What follows belongs to an exercise in optimizing a design on an open flow for small area and a short achievable clock period; a production flow would make more cautious choices.
In this exercise RTL edits were held to simulation tests only and were not proved equivalent to the original.
The flow treats the clock pin as an ideal source, which a real chip does not have.
Power and IR drop assume default switching activity.

run 1:
// spi_ram_ctrl
module spi_ram_ctrl (
  input  logic       clk,
  input  logic       rst_n,
  input  logic [9:0] din,
  input  logic       rx_valid,
  output logic [7:0] dout,
  output logic       tx_valid,
  output logic       cmd_err
);
clock: 4.4 ns
lec_check: 0
abc_clock_period_in_ps: 2200
cap_margin: 20
core_margin: 2
core_utilization: 62
cts_cluster_diameter: 80
cts_cluster_size: 30
setup_slack_margin: 1.9
slew_margin: 20
tns_end_percent: 20
standard.sh (not shown) runs the stock make flow with config.mk's settings and CLKGATE_MAP_FILE= SYNTH_SCRIPT=/design/flow/synth_recipe.tcl, a recipe that flattens the netlist after the stock synthesis.
==> flow/flow/run.sh <==
#!/bin/bash
# Standard layout (the standard.sh, standard synthesis included), with three changes:
# - ports are buffered with buf_4 instead of the resizer's default pick (clkdlybuf4s50_1,
#   a delay cell), so input and output paths do not start or end on a slow buffer;
# - timing repair may swap a cell for one of another footprint (MATCH_CELL_FOOTPRINT=0);
# - after CTS, flow/post_cts.tcl runs one more setup repair with a larger margin.
set -euo pipefail
bash standard.sh "BUFFER_PORTS_ARGS=-buffer_cell sky130_fd_sc_hd__buf_4" MATCH_CELL_FOOTPRINT=0 \
  "POST_CTS_TCL=$PWD/flow/post_cts.tcl" finish > standard_flow.log 2>&1
==> flow/flow/post_cts.tcl <==
# Extra setup repair after CTS: aim past the flow's own margin, over every violating endpoint,
# then legalise the placement again.
set_dont_use $::env(DONT_USE_CELLS)
estimate_parasitics -placement
repair_timing -setup -setup_margin 2.3 -repair_tns 100 -verbose
detailed_placement
check_placement -verbose
Run 1 | stages: all done | timing, DRC, antenna: all pass
Input changes introduced in run 2 (baseline for comparison: run 1):
- SETUP_SLACK_MARGIN changed from 1.9 to 2.3
- CORE_UTILIZATION changed from 62 to 50
[summary]
- The global routing usage summed across all routing layers of run 2 is lower than that of run 1.
- Taking run 1 as 1.0, run 2 lands at 0.948 on clock-buffer cell count.
- Diff run 1 -> run 2 | number of placed cells counting well taps | increase of 7.2%
- Area of the die (run 2 / run 1): 1.2
- Number of filler instances in the final layout delta for run 2 relative to run 1: 40% higher
- Run 1 vs run 2, cell type of the slowest stage on the worst timing path: a221oi_1 vs dfrtp_2
- Run 2 finished every stage and its layout cleared the timing, design-rule and antenna checks.
- In run 2, the internal power of the cells came out 0.00051 W above the value in run 1.
[inputs] run 3 vs run 2
- changing SETUP_SLACK_MARGIN from 2.3 to 1.9
==> flow/flow/run.sh <==
#!/bin/bash
# Standard layout (the standard.sh, standard synthesis included), with two changes:
# - ports are buffered with buf_4 instead of the resizer's default pick (clkdlybuf4s50_1,
#   a delay cell), so input and output paths do not start or end on a slow buffer;
# - timing repair may swap a cell for one of another footprint (MATCH_CELL_FOOTPRINT=0).
set -euo pipefail
bash standard.sh "BUFFER_PORTS_ARGS=-buffer_cell sky130_fd_sc_hd__buf_4" MATCH_CELL_FOOTPRINT=0 finish > standard_flow.log 2>&1
removed: flow/flow/post_cts.tcl
==> run notes <==
Area growth from synthesis to layout on run 3 is down relative to run 2. Run 3 against run 2: met1 wire length went down by about 4%, filler cell count went up by about 2.3%. Run 3 vs. run 2: logic depth of the worst setup path including buffers increased by 5 relative to the old numbers; worst hold slack decreased by 0.018 ns relative to the old numbers.

* * *

The RTL this note starts from:
==> flow/design.v <==
package spi_ram_pkg;
  localparam int MEM_DEPTH_DEF = 256;
  localparam int ADDR_SIZE_DEF = 8;
  typedef enum logic [1:0] {
    OP_WR_ADDR = 2'b00,
    OP_WR_DATA = 2'b01,
    OP_RD_ADDR = 2'b10,
    OP_RD_DATA = 2'b11
  } opcode_e;
  typedef enum logic [1:0] {
    ST_NONE  = 2'b00,
    ST_WR_OK = 2'b01,
    ST_RD_OK = 2'b10,
    ST_BOTH  = 2'b11
  } seq_state_e;
endpackage
module spi_ram_array (
  input  logic        clk,
  input  logic        we_i,
  input  logic [15:0] wsel_hi_i,
  input  logic [15:0] wsel_lo_i,
  input  logic [7:0]  wdata_i,
  input  logic [15:0] rsel_lo_i,
  output logic [127:0] grp_o
);
  logic [7:0]  mem_q [256];
  logic [15:0] we_hi;
  assign we_hi = wsel_hi_i & {16{we_i}};
  always_ff @(posedge clk) begin
    for (int r = 0; r < 256; r++) begin
      if (we_hi[r/16] && wsel_lo_i[r%16]) mem_q[r] <= wdata_i;
    end
  end
  always_comb begin
    for (int h = 0; h < 16; h++) begin
      grp_o[h*8 +: 8] = '0;
      for (int l = 0; l < 16; l++) grp_o[h*8 +: 8] = grp_o[h*8 +: 8] | (mem_q[h*16+l] & {8{rsel_lo_i[l]}});
    end
  end
endmodule
module spi_ram_ctrl (
  input  logic       clk,
  input  logic       rst_n,
  input  logic [9:0] din,
  input  logic       rx_valid,
  output logic [7:0] dout,
  output logic       tx_valid,
  output logic       cmd_err
);
  logic live_q, wr_ok_q, rd_ok_q, tx_valid_q, cmd_err_q;
  logic [15:0] wsel_hi_q, wsel_lo_q, rsel_hi_q, rsel_lo_q, rsel_lo_d;
  logic [15:0] din_hi_oh, din_lo_oh;
  logic [127:0] grp_d, grp_q;
  logic [7:0] rd_grp, rd_byte, pdat_q, pdat2_q, dout_q;
  logic pend_q, same_q, same_d, pend_same, hit1_q, hit2_q;
  logic accept, ld_ra_any, ld_wa, ld_ra, wr_cmd, rd_cmd, do_wr, do_rd, bad_cmd;
  assign accept  = rx_valid && live_q;
  assign ld_wa   = accept && din[9:8] == spi_ram_pkg::OP_WR_ADDR;
  assign ld_ra   = accept && din[9:8] == spi_ram_pkg::OP_RD_ADDR;
  assign wr_cmd  = accept && din[9:8] == spi_ram_pkg::OP_WR_DATA;
  assign rd_cmd  = accept && din[9:8] == spi_ram_pkg::OP_RD_DATA;
  assign do_wr   = wr_cmd && wr_ok_q;
  assign do_rd   = rd_cmd && rd_ok_q;
  assign bad_cmd = (wr_cmd && !wr_ok_q) || (rd_cmd && !rd_ok_q);
  always_comb begin
    for (int i = 0; i < 16; i++) begin
      din_hi_oh[i] = din[7:4] == 4'(i);
      din_lo_oh[i] = din[3:0] == 4'(i);
    end
  end
  always_comb begin
    pend_same = same_q;
    if (ld_ra) pend_same = |(din_hi_oh & wsel_hi_q) && |(din_lo_oh & wsel_lo_q);
    same_d = pend_same;
    if (ld_wa) same_d = |(din_hi_oh & rsel_hi_q) && |(din_lo_oh & rsel_lo_q);
  end
  assign ld_ra_any = rx_valid && din[9:8] == spi_ram_pkg::OP_RD_ADDR;
  assign rsel_lo_d = ld_ra_any ? din_lo_oh : rsel_lo_q;
  always_ff @(posedge clk) begin
    if (ld_wa) begin
      wsel_hi_q <= din_hi_oh;
      wsel_lo_q <= din_lo_oh;
    end
    pend_q  <= do_wr;
    pdat_q  <= din[7:0];
    pdat2_q <= pdat_q;
    hit1_q  <= do_wr && same_q;
    hit2_q  <= pend_q && pend_same;
    grp_q   <= grp_d;
  end
  always_ff @(posedge clk or negedge rst_n) begin
    if (!rst_n) begin
      live_q     <= 1'b0;
      wr_ok_q    <= 1'b0;
      rd_ok_q    <= 1'b0;
      tx_valid_q <= 1'b0;
      cmd_err_q  <= 1'b0;
      rsel_hi_q  <= '0;
      rsel_lo_q  <= '0;
      same_q     <= 1'b0;
      dout_q     <= 8'h00;
    end else begin
      live_q     <= 1'b1;
      wr_ok_q    <= wr_ok_q || ld_wa;
      rd_ok_q    <= rd_ok_q || ld_ra;
      tx_valid_q <= do_rd;
      cmd_err_q  <= bad_cmd;
      if (ld_ra) begin
        rsel_hi_q <= din_hi_oh;
        rsel_lo_q <= din_lo_oh;
      end
      same_q     <= same_d;
      if (do_rd) dout_q <= rd_byte;
    end
  end
  spi_ram_array u_array (
    .clk      (clk),
    .we_i     (pend_q),
    .wsel_hi_i(wsel_hi_q),
    .wsel_lo_i(wsel_lo_q),
    .wdata_i  (pdat_q),
    .rsel_lo_i(rsel_lo_d),
    .grp_o    (grp_d)
  );
  always_comb begin
    rd_grp = '0;
    for (int h = 0; h < 16; h++) rd_grp = rd_grp | (grp_q[h*8 +: 8] & {8{rsel_hi_q[h]}});
  end
  assign rd_byte = hit1_q ? pdat_q : hit2_q ? pdat2_q : rd_grp;
  assign dout     = dout_q;
  assign tx_valid = tx_valid_q;
  assign cmd_err  = cmd_err_q;
endmodule
export LEC_CHECK = 0
export ABC_CLOCK_PERIOD_IN_PS = 2200
export CAP_MARGIN = 20
export CORE_MARGIN = 2
export CORE_UTILIZATION = 50
export CTS_CLUSTER_DIAMETER = 80
export CTS_CLUSTER_SIZE = 30
export SETUP_SLACK_MARGIN = 1.9
export SLEW_MARGIN = 20
export TNS_END_PERCENT = 20
create_clock -name core_clock -period 4.4 [get_ports {clk}]
==> flow/flow/run.sh <==
#!/bin/bash
# Standard layout (the standard.sh, standard synthesis included), with three changes:
# - ports are buffered with buf_4 instead of the resizer's default pick (clkdlybuf4s50_1,
#   a delay cell), so input and output paths do not start or end on a slow buffer;
# - timing repair may swap a cell for one of another footprint (MATCH_CELL_FOOTPRINT=0);
# - after CTS, flow/post_cts.tcl runs one more setup repair with a larger margin.
set -euo pipefail
bash standard.sh "BUFFER_PORTS_ARGS=-buffer_cell sky130_fd_sc_hd__buf_4" MATCH_CELL_FOOTPRINT=0 \
  "POST_CTS_TCL=$PWD/flow/post_cts.tcl" finish > standard_flow.log 2>&1
==> flow/flow/post_cts.tcl <==
# Extra setup repair after CTS: aim past the flow's own margin, over every violating endpoint,
# then legalise the placement again.
set_dont_use $::env(DONT_USE_CELLS)
estimate_parasitics -placement
repair_timing -setup -setup_margin 2.3 -repair_tns 100 -verbose
detailed_placement
check_placement -verbose
Edit:
--- a/flow/flow/post_cts.tcl
+++ b/flow/flow/post_cts.tcl
@@ -4,3 +4,3 @@
 estimate_parasitics -placement
-repair_timing -setup -setup_margin 2.3 -repair_tns 100 -verbose
+repair_timing -setup -setup_margin 2.45 -repair_tns 100 -verbose
 detailed_placement
Settings changed: SETUP_SLACK_MARGIN 1.9 to 2.4.
The changed run produced a clean layout.
Routed wire length rises by 15%.
Count of clock-buffer cells in the layout rises by 6.
Worst setup slack gains 0.056 ns.
Non-clock buffer count rises by 288.
Core utilization rises by 4.2 points.
Edit:
==> flow/run.sh (new file) <==
#!/bin/bash
# synth_recipe.tcl (not shown) runs the flow's synth.tcl, then flattens the netlist and writes it again
# the make line also repeats each setting of config.mk as NAME=value (left out here)
make -C /OpenROAD-flow-scripts/flow DESIGN_CONFIG=/design/flow/config.mk WORK_HOME=/design/flow/orfs CLKGATE_MAP_FILE= SYNTH_SCRIPT=/design/flow/synth_recipe.tcl finish
Settings changed: SETUP_SLACK_MARGIN 2.4 to 1.9.
removed: flow/flow/run.sh
removed: flow/flow/post_cts.tcl
removed: flow/standard.sh
The changed run completed with no timing, DRC or antenna violations.
Critical path depth came out lower by 11.
Final cell count came out lower by 5.0%.
Clock power came out lower by about 6%.

-- afterwards: timing with drivers on the ports --
The flow's constraints put no driver on any port. The routed layouts listed below were extracted and timed again, unchanged, in two steps.
Step 1 (the two cells are an assumption about what drives the block):
set clk [get_ports {clk}]
set_driving_cell -lib_cell sky130_fd_sc_hd__clkbuf_16 $clk
set_driving_cell -lib_cell sky130_fd_sc_hd__buf_2 [delete_from_list [all_inputs] $clk]
Step 2 also shifts input and output timing later by t, the mid clock arrival at the registers, as if the neighbouring blocks saw the same clock.
Slacks: ideal / step 1 / step 2; pairs: ideal / step 1.
| run | t (ns) | setup slack, ns | worst setup path after step 2 | pins driven straight from the clock port |
|---|---|---|---|---|
| run 1 | 0.837 | 1.942 / 1.988 / 1.151 | input to register | 1 |
| run 2 | 0.871 | 2.117 / 2.027 / 1.380 | input to register | 1 |
| run 3 | 0.848 | 1.742 / 1.742 / 1.062 | input to register | 1 |
| the first run of note 2 | 0.850 | 2.047 / 2.001 / 1.276 | input to register | 1 |
| the second run of note 2 | 0.873 | 2.103 / 2.011 / 1.292 | input to register | 1 |
| the third run of note 2 | 0.847 | 1.777 / 1.777 / 1.006 | input to register | 1 |
After both steps setup and hold are still met in every run listed. The setup slack of the second run of note 2, which loses most, moves by -0.092 ns with the drivers and by -0.811 ns with both steps.
